This is an optimization exercise on Yosys and OpenROAD, whose aim is small area, a short achievable clock period and few clock cycles, not a production implementation.
At most, simulation tests tie the RTL to the original design; equivalence was not proved.
No functional check of the RTL was part of run 1.

## flow/design.v (module list and top-level ports; edited modules follow where they fit)
// module systolic_ws_stream: 3902 lines
// module ws_booth_enc: 18 lines
// module ws_fa: 10 lines
// module ws_ha: 9 lines
module systolic_ws_stream (
    input  logic        clk,
    input  logic        rst,
    input  logic        start_i,
    input  logic        reuse_w_i,
    input  logic        w_valid_i,
    input  logic [31:0] w_data_i,
    output logic        w_ready_o,
    input  logic        a_valid_i,
    input  logic [31:0] a_data_i,
    input  logic        a_last_i,
    output logic        a_ready_o,
    output logic        o_valid_o,
    output logic [71:0] o_data_o,
    output logic        busy_o,
    output logic        done_o
);
  // ...
==> flow/flow/run.sh <==
#!/bin/bash
# Own layout flow: the standard ORFS flow (standard.sh, which also runs the
# standard synthesis unchanged), with one change: the buffers that ORFS puts on
# every input and output port are sky130_fd_sc_hd__buf_2 cells instead of the
# delay buffers it picks by default. Each make run logs to its own file here.
set -euo pipefail
bash standard.sh synth > synth.log 2>&1
bash standard.sh "BUFFER_PORTS_ARGS=-buffer_cell sky130_fd_sc_hd__buf_2" finish > layout.log 2>&1
==> flow/standard.sh <==
#!/bin/bash
# synth_recipe.tcl (not shown) runs the flow's synth.tcl, then flattens the netlist and writes it again
# the make line also repeats each setting of config.mk as NAME=value (left out here)
make -C /OpenROAD-flow-scripts/flow DESIGN_CONFIG=/design/flow/config.mk WORK_HOME=/design/flow/orfs CLKGATE_MAP_FILE= SYNTH_SCRIPT=/design/flow/synth_recipe.tcl "${@:-finish}"
==> flow/config.mk <==
export PLATFORM = sky130hd
export DESIGN_NAME = systolic_ws_stream
export DESIGN_NICKNAME = systolic_ws_stream
export VERILOG_FILES = /design/flow/design.v
export SDC_FILE = /design/flow/constraint.sdc
export NUM_CORES = 4
export LEC_CHECK = 0
export CAP_MARGIN = 5
export CORE_MARGIN = 2
export CORE_UTILIZATION = 40
export CTS_CLUSTER_DIAMETER = 120
export CTS_CLUSTER_SIZE = 25
export SETUP_SLACK_MARGIN = 4.47
export SLEW_MARGIN = 5
export SYNTH_HIERARCHICAL = 1
==> flow/constraint.sdc <==
create_clock -name core_clock -period 7.0 [get_ports {clk}]
set_input_delay 1.4000 -clock core_clock [delete_from_list [all_inputs] [get_ports {clk}]]
set_output_delay 1.4000 -clock core_clock [all_outputs]
set_load 0.01 [all_outputs]
==> results.py, run 1 <==
metrics = {
    "yosys": {
        "synth_fa_ha_area_share_pct": 29.6,
        "postSynthCellCount": 3237,
        "synth_compound_area_share_pct": 11.6,
        "synth.avg_cell_area_sq_um": 12.5,
    },
    "floorplanning": {
        "die_h_um": 321,
        "core_sq_mm": 0.100,
        "die-area_sq_mm": 0.103,
    },
    "critical_path": {
        "cp_slowest_cell": "dfrtp_1",
        "cp_cell_sequence": "buf_2",
        "cp_num_buf_inv": 1,
        "r2r_end": "cut1c2_p9_5_q$_DFF_P_",
        "critPathRequiredTime_ps": 5600,
    },
    "placed_design": {
        "dp_slack_ps": 4080,
        "io_buffers": 147,
    },
    "finish": {
        "antennaDiodeCount": 2,
        "multi_input_cells": 2129,
        "final_area_sq_mm": 0.0427,
        "final_common_cell": "xnor2_1",
        "multi_input_area_share_pct": 54.3,
        "final-clk-cell-share_pct": 2.48,
    },
    "clocking": {
        "cts-hold-fix-buffers": 0,
    },
    "detailed_routing": {
        "wl_per_cell_um": 24.8,
        "ant_nets": 0,
    },
    "sta": {
        "slew_headroom_pct": 29.9,
    },
    "run_status": {
        "status": "timing/DRC/antenna clean",
    },
}
==> run 2: changes to the inputs <==
--- a/flow/design.v
+++ b/flow/design.v
@@ -10,74 +10,54 @@
     input  logic [31:0] a_data_i,
     input  logic        a_last_i,
     output logic        a_ready_o,
     output logic        o_valid_o,
     output logic [71:0] o_data_o,
     output logic        busy_o,
     output logic        done_o
 );
-    logic       busy_q, wRdy_q, aRdy_q, done_q;
-    logic       busyN_q, wRdyN_q, aRdyN_q, doneN_q;
-    logic       wOk_q;
+    logic       busy_q, wRdy_q, aRdy_q, wOk_q, done_q;
     logic [1:0] wCnt_q;
     logic       oValid_q;
     logic [2:0] vPipe_q, lPipe_q;
-    logic       busy, wRdy, aRdy, done;
     logic       startEv, wBeat, aBeat, wLast;
-    logic       busyNext, wRdyNext, aRdyNext;
-    assign busy    = ~busyN_q;
-    assign wRdy    = ~wRdyN_q;
-    assign aRdy    = ~aRdyN_q;
-    assign done    = ~doneN_q;
-    assign startEv = start_i & ~busy;
-    assign wBeat   = w_valid_i & wRdy;
-    assign aBeat   = a_valid_i & aRdy;
+    assign startEv = start_i & ~busy_q;
+    assign wBeat   = w_valid_i & wRdy_q;
+    assign aBeat   = a_valid_i & aRdy_q;
     assign wLast   = wBeat & (wCnt_q == 2'd3);
-    assign busyNext = startEv | (busy & ~done);
-    assign wRdyNext = startEv ? ~reuse_w_i : (wRdy & ~wLast);
-    assign aRdyNext = startEv ? reuse_w_i : ((aRdy & ~(aBeat & a_last_i)) | wLast);
     always_ff @(posedge clk or posedge rst) begin
         if (rst) begin
             busy_q   <= 1'b0;
             wRdy_q   <= 1'b0;
             aRdy_q   <= 1'b0;
-            done_q   <= 1'b0;
             wCnt_q   <= 2'd0;
             wOk_q    <= 1'b0;
             vPipe_q  <= '0;
             lPipe_q  <= '0;
             oValid_q <= 1'b0;
+            done_q   <= 1'b0;
         end else begin
-            busy_q   <= busyNext;
-            wRdy_q   <= wRdyNext;
-            aRdy_q   <= aRdyNext;
-            done_q   <= lPipe_q[2];
+            if (startEv) begin
+                busy_q <= 1'b1;
+            end else if (done_q) begin
+                busy_q <= 1'b0;
+            end
+            wRdy_q <= startEv ? ~reuse_w_i : (wRdy_q & ~wLast);
+            aRdy_q <= startEv ? reuse_w_i : ((aRdy_q & ~(aBeat & a_last_i)) | wLast);
             if (wBeat) begin
                 wCnt_q <= wCnt_q + 2'd1;
             end
             if (wLast) begin
                 wOk_q <= 1'b1;
             end
             vPipe_q  <= {vPipe_q[1:0], aBeat};
             lPipe_q  <= {lPipe_q[1:0], aBeat & a_last_i};
             oValid_q <= vPipe_q[2];
-        end
-    end
-    always_ff @(posedge clk or posedge rst) begin
-        if (rst) begin
-            busyN_q <= 1'b1;
-            wRdyN_q <= 1'b1;
-            aRdyN_q <= 1'b1;
-            doneN_q <= 1'b1;
-        end else begin
-            busyN_q <= ~busyNext;
-            wRdyN_q <= ~wRdyNext;
-            aRdyN_q <= ~aRdyNext;
-            doneN_q <= ~lPipe_q[2];
+            done_q   <= lPipe_q[2];
         end
     end
     assign w_ready_o = wRdy_q;
     assign a_ready_o = aRdy_q;
     assign busy_o    = busy_q;
     assign done_o    = done_q;
     assign o_valid_o = oValid_q;
     logic [7:0] wgt_q [4][4];
==> flow/config.mk (replaced) <==
export PLATFORM = sky130hd
export DESIGN_NAME = systolic_ws_stream
export DESIGN_NICKNAME = systolic_ws_stream
export VERILOG_FILES = /design/flow/design.v
export SDC_FILE = /design/flow/constraint.sdc
export NUM_CORES = 4
export LEC_CHECK = 0
export CAP_MARGIN = 20
export CORE_MARGIN = 2
export CORE_UTILIZATION = 40
export CTS_CLUSTER_DIAMETER = 120
export CTS_CLUSTER_SIZE = 25
export SETUP_SLACK_MARGIN = 4.47
export SLEW_MARGIN = 20
export SYNTH_HIERARCHICAL = 1
==> run 2 against run 1 <==
Compared with the run above:
- still clean
- die area is 0.50% lower
- utilization decreased by 0.059 points
- synthesized cell count down 0.80%
==> results.py, run 2 <==
metrics = {
    "critical_path": {
        "cp-start-kind": "register",
        "cp_slowest_cell": "dfrtp_2",
        "arrival_ps": 1150,
        "cp-startpoint": "wRdy_q$_DFF_PP0_",
        "critical_path_class": "reg -> out",
        "crit_family": "flip-flops",
        "critPathMaxFanout": 2,
        "cp_num_buf_inv": 1,
        "critPathRequiredTime_ps": 5600,
        "cp_cell_sequence": "buf_6",
        "rrSetupSlack_ps": 4520,
        "critPathMaxStageDelay_ps": 420,
        "worstRegToRegCells": 4,
        "timing.rr.start": "neg_q[2][3]$_DFF_P_",
        "r2r_end": "cut1c1_p6_6_q$_DFF_P_",
        "crit_path_end_kind": "output pin",
    },
    "yosys": {
        "synth_compound_area_share_pct": 11.5,
        "yosys_warnings": 19,
        "synth.cell_area_sq_mm": 0.0401,
        "netlist_top_cells_count": "xnor2_1 (555), dfxtp_1 (552), fa_1 (520)",
        "yosys.cell_types.count": 58,
        "synth_fa_ha_area_share_pct": 29.7,
        "seq_area_frac_synth_pct": 38.0,
        "postSynthCellCount": 3211,
        "synthArstFlopShare_pct": 2.02,
        "ys_ff_latch": 694,
        "yosysTopAreaCell": "dfxtp_1",
        "synth_fp_nets": 3923,
        "synth_edf_count": 128,
        "netlist_top_cells_area": "dfxtp_1 (28%), fa_1 (26%), xnor2_1 (12%)",
        "synth_top_family_by_area": "adder cells",
        "synth_xor_area_share_pct": 13.9,
        "yosys.area_share.simple_pct": 2.36,
        "netlist.area_leader.share_pct": 27.6,
        "synthMuxAreaShare_pct": 0.0530,
        "yosysMostFrequentCell": "xnor2_1",
        "synth.avg_cell_area_sq_um": 12.5,
        "synth_ff_type": "dfxtp_1",
    },
    "finish": {
        "final_common_cell": "xnor2_1",
        "final_cell_mix": "xnor2_1 (555), fa_1 (520), dfxtp_1 (512)",
        "largest_reg_flops": 128,
        "drive_gt1_share_pct": 9.15,
        "top_register": "wgt_q",
        "final_area_sq_mm": 0.0425,
        "synthToLayoutAreaGrowth_pct": 5.99,
        "nNetsFinal": 3828,
        "top_regs": "wgt_q: 128 flops, oData_q: 72 flops",
    },
    "clocking": {
        "tritoncts": "built",
        "clkLatencyLatePin_ps": 620,
        "clockBufferDepth": 3,
        "ctsRootBufferMaster": "clkbuf_16",
        "clkTransAtPathRegs_ps": 100,
        "clkSinkCount": 694,
        "cts_buffers": 34,
        "htree_num_levels": 2,
    },
    "placed_design": {
        "io_buffers": 147,
        "dp_slack_ps": 3860,
        "post_dp_cell_area_sq_mm": 0.0413,
        "gp_congestion": 0.824,
        "dp_hpwl_um": 71100,
    },
    "sta": {
        "slew_viol_final": 0,
        "worst_pin_slew_ps": 995,
        "fin_setup_tns_ps": 0,
        "fmax_ghz": 0.392,
        "fin_worst_skew_ps": 32.4,
        "fin_crit_sh_pct": 36.4,
        "rsz0062_at_grt": "yes",
        "fin_crit_ps": 2550,
        "hold_viol_final": 0,
        "slew_headroom_pct": 33.7,
        "setup_viol": 0,
        "fin_ws_ps": 4450,
    },
    "min_path": {
        "whs_path_depth": 0,
        "min_from": "cut2c3_p5_0_q$_DFF_P_",
        "holdPathEnd": "oData_q[59]$_DFF_P_",
        "min_path_type": "reg -> reg",
    },
    "detailed_routing": {
        "drc": 0,
        "first_iter_violations": 2672,
        "via_per_inst": 5.55,
        "wirelength_um": 109000,
        "dr_total_vias": 24600,
        "ant_nets": 0,
        "drtPass1Iterations": 7,
        "wl_per_cell_um": 24.7,
    },
    "run_status": {
        "status": "timing/DRC/antenna clean",
    },
    "global_routing": {
        "grtUsageTotal_pct": 21.4,
        "grt_pass1_wl_um": 166000,
        "grt_antenna_before_repair": 9,
        "grt_pass1_vias": 25900,
        "overflow": 0,
        "grt_max_degree": 105,
    },
    "floorplanning": {
        "die_h_um": 321,
        "core_sq_mm": 0.0997,
        "rows": 116,
        "io_pins": 148,
        "die_w_um": 321,
        "die-area_sq_mm": 0.103,
        "initial_core_util_pct": 40.2,
    },
    "job": {
        "maxCapViolCount": 0,
    },
}
-- run 2: cell families after synthesis --
group / after synthesis
simple gates: 188
buf+inv: 405
compound gates: 643
xor+xnor: 638
flops: 694
fa+ha+maj: 641
mux: 2
-- run 2: modules after synthesis (local to each module, per instance) --
module	cells	area (sq um)	flops+latches
systolic_ws_stream	2587	28900	694
ws_booth_enc	18	124	0
ws_fa	1	20.0	0
ws_ha	1	12.5	0
-- run 2: final cells by class --
type	instances	area, sq um
multi-input cells	2112	23100
diodes	1	2.50
clock buffers	51	936
inverters	92	349
well taps	1298	1620
fillers	9168	57200
flip-flops and latches	694	15400
repair buffers	181	1070
clock inverters	6	52.6
repair inverters	1	5.00
-- run 2: per-layer routing --
metal  up-vias  wire, um  part of all wire, %  GRT usage (%)
li1      10500         -                    -              -
met1     12500     44100                   40           28.9
met2      1311     50700                   46           34.5
met3       238     10600                  9.7           4.16
met4         6      3890                  3.6           7.28
met5         -        39                0.036              0
-- run 2: worst max-delay path by stage --
stage,cells past startpoint,endpoint
2_1_floorplan,2,wgt_q[0][0]$_DFFE_PP_
3_5_place_dp,4,wgt_q[3][3]$_DFFE_PP_
5_1_grt,1,w_ready_o
4_1_cts,1,done_o
6_report,1,w_ready_o
3_3_place_gp,4,wgt_q[15][0]$_DFFE_PP_
-- run 2: metrics by stage --
step / instances / utilization (%) / hold WS (ps)
after floorplan: 3211 / - / 310
after global placement: 4372 / 41.5 / 314
after global routing: 4435 / 42.6 / 337
after CTS: 4432 / 42.5 / 330
final: 4436 / 42.6 / 325
after detailed placement: 4372 / 41.5 / 312
-- run 2: repair_timing --
action / 4_1_cts / 5_1_grt
endpoints found under the setup margin: 197 / 122
cloned: 0 / 1
setup buffers: 3 / 2
hold buffers: 0 / 0
gates resized for setup: 24 / 15
Testbench counts of run 2, summed over its fixed seeds: cycles 4,679.

## afterwards: timing with drivers on the ports
Ports are ideal in the flow. The routed layouts listed here were re-timed in OpenROAD. Step 1, drivers: a clkbuf_16 drives clk and a buf_2 each remaining input, both assumed. Step 2 moves the port delays by t, midway between the first and last clock arrival at a register: inputs arrive t later, outputs are due t later. That takes back most of the time a late clock gives input paths. Three values: ideal, step 1, step 2; two values: the first two.
run	shift t [ns]	setup slack, ns	worst hold slack (ns)	latest minus earliest clock arrival (ns)	worst data-port slew with drivers (ns)
run 1	0.660	4.468 / 4.396 / 4.198	0.330 / 0.330 / 0.330	0.031 / 0.030	0.15
run 2	0.677	4.451 / 4.381 / 4.042	0.325 / 0.325 / 0.325	0.035 / 0.036	0.12
After both steps setup and hold are still met in every run listed. For run 2, which loses most, drivers alone change the setup slack by -0.070 ns; drivers and shift together by -0.409 ns.
